This design comes from an exercise in tuning for small area, a short achievable clock period and few clock cycles on the open sky130 flow, not from production work.
Function was checked by simulation only, so behaviour that the tests miss may differ from the original.
Power figures rest on the tool's default switching activity, not on a simulated workload.

## flow/design.v (module list and top-level ports; edited modules follow where they fit)
// module systolic_ws_stream: 3318 lines
// module ws_fa: 10 lines
// module ws_ha: 9 lines
module systolic_ws_stream (
    input  logic        clk,
    input  logic        rst,
    input  logic        start_i,
    input  logic        reuse_w_i,
    input  logic        w_valid_i,
    input  logic [31:0] w_data_i,
    output logic        w_ready_o,
    input  logic        a_valid_i,
    input  logic [31:0] a_data_i,
    input  logic        a_last_i,
    output logic        a_ready_o,
    output logic        o_valid_o,
    output logic [71:0] o_data_o,
    output logic        busy_o,
    output logic        done_o
);
  // ...
==> flow/run.sh <==
#!/bin/bash
# synth_recipe.tcl (not shown) runs the flow's synth.tcl, then flattens the netlist and writes it again
# the make line also repeats each setting of config.mk as NAME=value (left out here)
make -C /OpenROAD-flow-scripts/flow DESIGN_CONFIG=/design/flow/config.mk WORK_HOME=/design/flow/orfs CLKGATE_MAP_FILE= SYNTH_SCRIPT=/design/flow/synth_recipe.tcl finish
==> flow/config.mk <==
export PLATFORM = sky130hd
export DESIGN_NAME = systolic_ws_stream
export DESIGN_NICKNAME = systolic_ws_stream
export VERILOG_FILES = /design/flow/design.v
export SDC_FILE = /design/flow/constraint.sdc
export NUM_CORES = 4
export LEC_CHECK = 0
export CAP_MARGIN = 20
export CORE_MARGIN = 2
export CORE_UTILIZATION = 40
export SETUP_SLACK_MARGIN = 4.3
export SLEW_MARGIN = 20
export SYNTH_HIERARCHICAL = 1
==> flow/constraint.sdc <==
create_clock -name core_clock -period 7.0 [get_ports {clk}]
set_input_delay 1.4000 -clock core_clock [delete_from_list [all_inputs] [get_ports {clk}]]
set_output_delay 1.4000 -clock core_clock [all_outputs]
set_load 0.01 [all_outputs]
==> implementation parameters, run 1 <==
Parameter                              Value

Setup path
  Reg-to-reg startpoint    cut2_p10_2_q$_DFF_P_
  CP required    7.53 ns
  Critical-path cell list    fa_1 > fa_2 > fa_1 > inv_2 > ha_4 > inv_2 > ha_4 > and4_4 > buf_6 > a31o_4 > a21oi_2 > a311o_1 > xnor2_1
  Category of the worst setup path capture point    flip-flop

Logic synthesis
  Top-area cell type share of the netlist area    between 20% and 30%
  Cell accounting for the most synthesized area    sky130_fd_sc_hd__fa_1
  Most used flip-flop cell after synthesis    sky130_fd_sc_hd__dfxtp_1
  FF+latch count, synth    ~450
  Number of enable flip-flop cells after synthesis    around 130
  Post-synthesis instance area    approximately 0.036 sq mm
  Number of distinct library cell variants in the gate-level netlist after synthesis    slightly below 60
  Synth warnings    15

Floorplan
  Placeable Area    0.0884 sq mm
  Die width    303 um

Place
  Count of input and output buffers    roughly 150
  Worst Setup Slack post-DPL    around 3.4 ns

Finish
  Number of diodes    7
  Biggest area consumer among cell classes    multi-input gates
  Area occupied by multi-input gates    0.0281 sq mm
  Fraction of final layout cells with drive strength greater than 1    42.9%
  Most flop-heavy register    wgt_q
  Finished Core Util    between 50 and 60%
  Fill cell count    just under 7000

STA
  Count of final setup violators    0
  Setup Total Neg Slack    0 ns

Outcome
  Result of the run    finished clean

Global route
  Antenna violations before repair    8
  Via count of the first global-routing pass    31081

Pwr
  Peak ir drop on the vdd network    roughly 240 uV
  Reported sequential group power    roughly 2.6 mW
  Logic gate share of total power    under 10%

Worst hold path
  Hold path startpoint    v0_q$_DFF_PP0_

Run
  Max cap viols    0
Testbench counts, summed over its fixed seeds: cycles 4,487.
==> inputs of run 2 (changes only) <==
--- a/flow/config.mk
+++ b/flow/config.mk
@@ -10,3 +10,2 @@
 export CORE_UTILIZATION = 40
-export SETUP_SLACK_MARGIN = 4.3
 export SLEW_MARGIN = 20
==> implementation parameters, run 2 <==
Parameter                              Value

Finish
  Highest-count cells in the layout ignoring fill and taps    sky130_fd_sc_hd__xnor2_1 (542), sky130_fd_sc_hd__fa_1 (516), sky130_fd_sc_hd__a22oi_1 (450) (was sky130_fd_sc_hd__xnor2_1 (425), sky130_fd_sc_hd__fa_2 (308), sky130_fd_sc_hd__dfxtp_1 (253))
  Post-route standard cell area excluding fillers    0.0395 sq mm (was 0.0509 sq mm)
  Most common cell after layout, fill and taps aside    sky130_fd_sc_hd__xnor2_1 (unchanged)
  Flip-flop count of the largest register, all copies and words added    128 (unchanged)
  Number of diodes    0 (was 7)
  Area growth, synth to finish    10.6% (was 42.6%)
  Fraction of final layout cells with drive strength greater than 1    5.68% (was 42.9%)
  Most flop-heavy register    wgt_q (unchanged)
  Largest registers in the final layout    wgt_q: 128 flops, oData_q: 72 flops (unchanged)
  Fin nets    3726 (was 4220)

Clock tree
  CTS sink count    448 (unchanged)
  CTS tree    yes (unchanged)
  Number of gates resized after cts    0 (was 678)
  Total number of H-tree levels    2 (unchanged)
  Count of buffers added by post-CTS timing repair for setup    0 (was 355)
  Clock insertion delay at the later pin of the skew report    0.63 ns (was 0.70 ns)
  Hold Buf Count CTS    0 (unchanged)
  Clock tree root buffer cell    sky130_fd_sc_hd__clkbuf_16 (unchanged)
  TritonCTS buffer count    54 (was 53)
  Maximum root-to-sink buffer count    3 (unchanged)
  Clock slew at the register clock pins of the worst setup and hold paths    0.06 ns (about the same)

Setup path
  Crit-path max FO    21 (was 4)
  Start-to-end type of the worst setup path    reg2reg (unchanged)
  Arrival time of data at the critical path endpoint    4.23 ns (was 3.92 ns)
  Logic depth of the worst register-to-register path    6 (was 13)
  Type of element launching the critical path    flip-flop (unchanged)
  CP required    7.50 ns (was 7.53 ns)
  Category of the worst setup path capture point    flip-flop (unchanged)

Floorplan
  # IOs    148 (unchanged)
  Die width    303 um (unchanged)
  Height of the die    303 um (unchanged)
  Total Die Area    0.0916 sq mm (unchanged)
  Placeable Area    0.0884 sq mm (unchanged)
  Starting Density    40.4% (unchanged)
  Cell row count    109 (unchanged)

STA
  Tightest Pin Transition    1.20 ns (was 0.696 ns)
  Slew headroom    19.7% (was 53.6%)
  RSZ-0062 raised after global routing    false (was true)
  Number of hold violations in the final report    0 (unchanged)
  Layout Skew    0.0351 ns (was 0.0674 ns)
  Pins over their slew limit    0 (unchanged)
  Upper clock frequency limit    268 MHz (was 295 MHz)
  Clock period minus worst slack    3.73 ns (was 3.39 ns)
  Min Hold Slack    0.339 ns (was 0.345 ns)
  Tcrit/Tclk final    53.3% (was 48.4%)
  Count of final setup violators    0 (unchanged)
  Setup Total Neg Slack    0 ns (unchanged)

Global route
  Wire length of the first global-routing pass    158000 um (was 221000 um)
  Tot GR Track Use    23.0% (was 34.4%)
  Maximum number of pins on one net before global-route repair    91 (was 63)
  Antenna violations before repair    1 (was 8)
  GR Overflow Total    0 (unchanged)
  Via count of the first global-routing pass    25118 (was 31081)

Logic synthesis
  Number of nets produced by synthesis    3792 (unchanged)
  Syn Area/Cell    11.7 sq um (unchanged)
  Count leader, synth    sky130_fd_sc_hd__xnor2_1 (unchanged)
  Number of enable flip-flop cells after synthesis    128 (unchanged)
  Seq/Total Area, Yosys    28.9% (unchanged)
  Most area-consuming cells after synthesis    sky130_fd_sc_hd__fa_1 (29%), sky130_fd_sc_hd__dfxtp_1 (17%), sky130_fd_sc_hd__xnor2_1 (13%), sky130_fd_sc_hd__edfxtp_1 (11%), sky130_fd_sc_hd__a22oi_1 (9.5%) (unchanged)
  Most used flip-flop cell after synthesis    sky130_fd_sc_hd__dfxtp_1 (unchanged)
  FF+latch count, synth    448 (unchanged)
  Cell accounting for the most synthesized area    sky130_fd_sc_hd__fa_1 (unchanged)
  Async SR Flop Fraction    2.68% (unchanged)
  Synthesized netlist cell count    3048 (unchanged)
  Top-area cell type share of the netlist area    28.9% (unchanged)
  Synth warnings    15 (unchanged)
  Leading cell types by count after synthesis    sky130_fd_sc_hd__xnor2_1 (542), sky130_fd_sc_hd__fa_1 (516), sky130_fd_sc_hd__a22oi_1 (450) (unchanged)
  Number of distinct library cell variants in the gate-level netlist after synthesis    59 (unchanged)
  Post-synthesis instance area    0.0357 sq mm (unchanged)

Place
  Detailed-placement wirelength estimate    70100 um (was 70300 um)
  Count of input and output buffers    147 (unchanged)
  Routability-driven placement congestion ratio    0.871 (was 0.866)
  Area after DPL    0.0376 sq mm (was 0.0394 sq mm)

Drt
  Total Wirelength    105000 um (was 161000 um)
  Average wire per standard cell    25.0 um (was 34.4 um)
  Post-DRT Antenna Nets    0 (unchanged)
  Total number of vias    24121 (was 30464)
  Remaining DRCs    0 (unchanged)
  Vias/cell    5.76 (was 6.49)
  First drt pass iteration count    6 (was 12)
  Starting DRT DRC Count    2691 (was 4530)

Worst hold path
  Hold WC Path Type    reg2reg (unchanged)
  Hold-critical path depth    0 (unchanged)

Run
  Max cap viols    0 (unchanged)

Pwr
  Peak ir drop on the vdd network    158 uV (was 237 uV)
  Power per Cell Area    143 mW/mm^2 (was 113 mW/mm^2)
  Leakage    15.6 nW (was 20.0 nW)

Outcome
  Result of the run    finished clean (unchanged)
run 2: cell counts after synthesis:
Identical to the previous run, type by type.
run 2: per-module statistics from Yosys, one instance, submodules excluded:
module,times used,cells
systolic_ws_stream,1,2492
ws_ha,40,1
ws_fa,516,1
run 2: final cells by class:
cell class                      instances  area [sq um]
Fill cell                            8240         48900
Multi-Input combinational cell       2223         23800
Sequential cell                       448         10400
Timing Repair Buffer                  174          1670
Clock buffer                           77          1620
Tap cell                             1165          1460
Inverter                               81           309
Clock inverter                         23           235
run 2: critical path, cell delays in order, from the launching register on:
cell	delay [ns]
sky130_fd_sc_hd__dfxtp_2	0.84
sky130_fd_sc_hd__buf_4	0.59
sky130_fd_sc_hd__xnor2_1	0.26
sky130_fd_sc_hd__fa_1	0.55
sky130_fd_sc_hd__fa_1	0.46
sky130_fd_sc_hd__fa_1	0.45
sky130_fd_sc_hd__fa_1	0.42
run 2: path summary, 6_finish.rpt:
path / startpoint / endpoint / slack (ns)
max reg2reg: neg_q[6]$_DFF_P_ / cut1_p6_2_q$_DFF_P_ / 3.27
min in group asynchronous: rst / done_q$_DFF_PP0_ / 1.09
max in group asynchronous: rst / wOk_q$_DFFE_PP0P_ / 5.56
min reg2reg: l1_q$_DFF_PP0_ / done_q$_DFF_PP0_ / 0.34
max: neg_q[6]$_DFF_P_ / cut1_p6_2_q$_DFF_P_ / 3.27
min: l1_q$_DFF_PP0_ / done_q$_DFF_PP0_ / 0.34
run 2: metal layers:
metal	GRT usage, %	share of wire [%]
met1	31.5	41
met2	35.3	44
met3	5.55	11
met4	8.70	3.9
met5	0	0
run 2: cells by family after synthesis:
kind of cell    Yosys count  synth area share, %
compound gates          649                 13.0
xor+xnor                639                 15.7
fa+ha+maj               673                 34.4
buf+inv                 377                 4.36
flops                   448                 28.9
mux                       1               0.0315
simple gates            261                 3.58
run 2: metrics by stage:
stage                     cells  power (mW)  worst slack, ns  util [%]
after floorplan            3048        2.72             2.44         -
after global placement     4091        2.77             3.20      42.6
after detailed placement   4091        2.77             3.19      42.6
after CTS                  4191        5.73             3.28      44.7
after global routing       4191        5.82             3.10      44.7
final                      4191        5.64             3.27      44.7
run 2: power by group:
part | internal (mW) | leakage, nW | total, mW | switching [mW]
Combinational | 0.0403 | 10.9 | 0.0632 | 0.0229
Sequential | 2.65 | 3.81 | 2.65 | 0
Clock | 1.73 | 0.924 | 2.92 | 1.19

## static timing again, ports no longer ideal
The results above use ideal ports. As a check the final layouts listed here were re-extracted and re-timed, cells and wires unchanged. Step 1: set_driving_cell puts a clkbuf_16 on clk and a buf_2 on each other input, an assumption about the parent block. Step 2 moves the port delays by t, midway between the first and last clock arrival at a register: inputs arrive t later, outputs are due t later. That takes back most of the time a late clock gives input paths. Three values: ideal, step 1, step 2; two values: the first two.
run | shift t [ns] | slack for setup (ns) | worst setup path after step 2 | latest minus earliest clock arrival (ns) | slew at the worst register clock pin (ns)
run 1 | 0.740 | 3.614 / 3.614 / 3.614 | register to register | 0.067 / 0.067 | 0.08 / 0.08
run 2 | 0.671 | 3.268 / 3.268 / 3.216 | input to register | 0.035 / 0.035 | 0.07 / 0.07
After both steps every run listed still meets setup and hold. For run 2, which loses most, drivers alone change the setup slack by 0.000 ns; drivers and shift together by -0.052 ns.
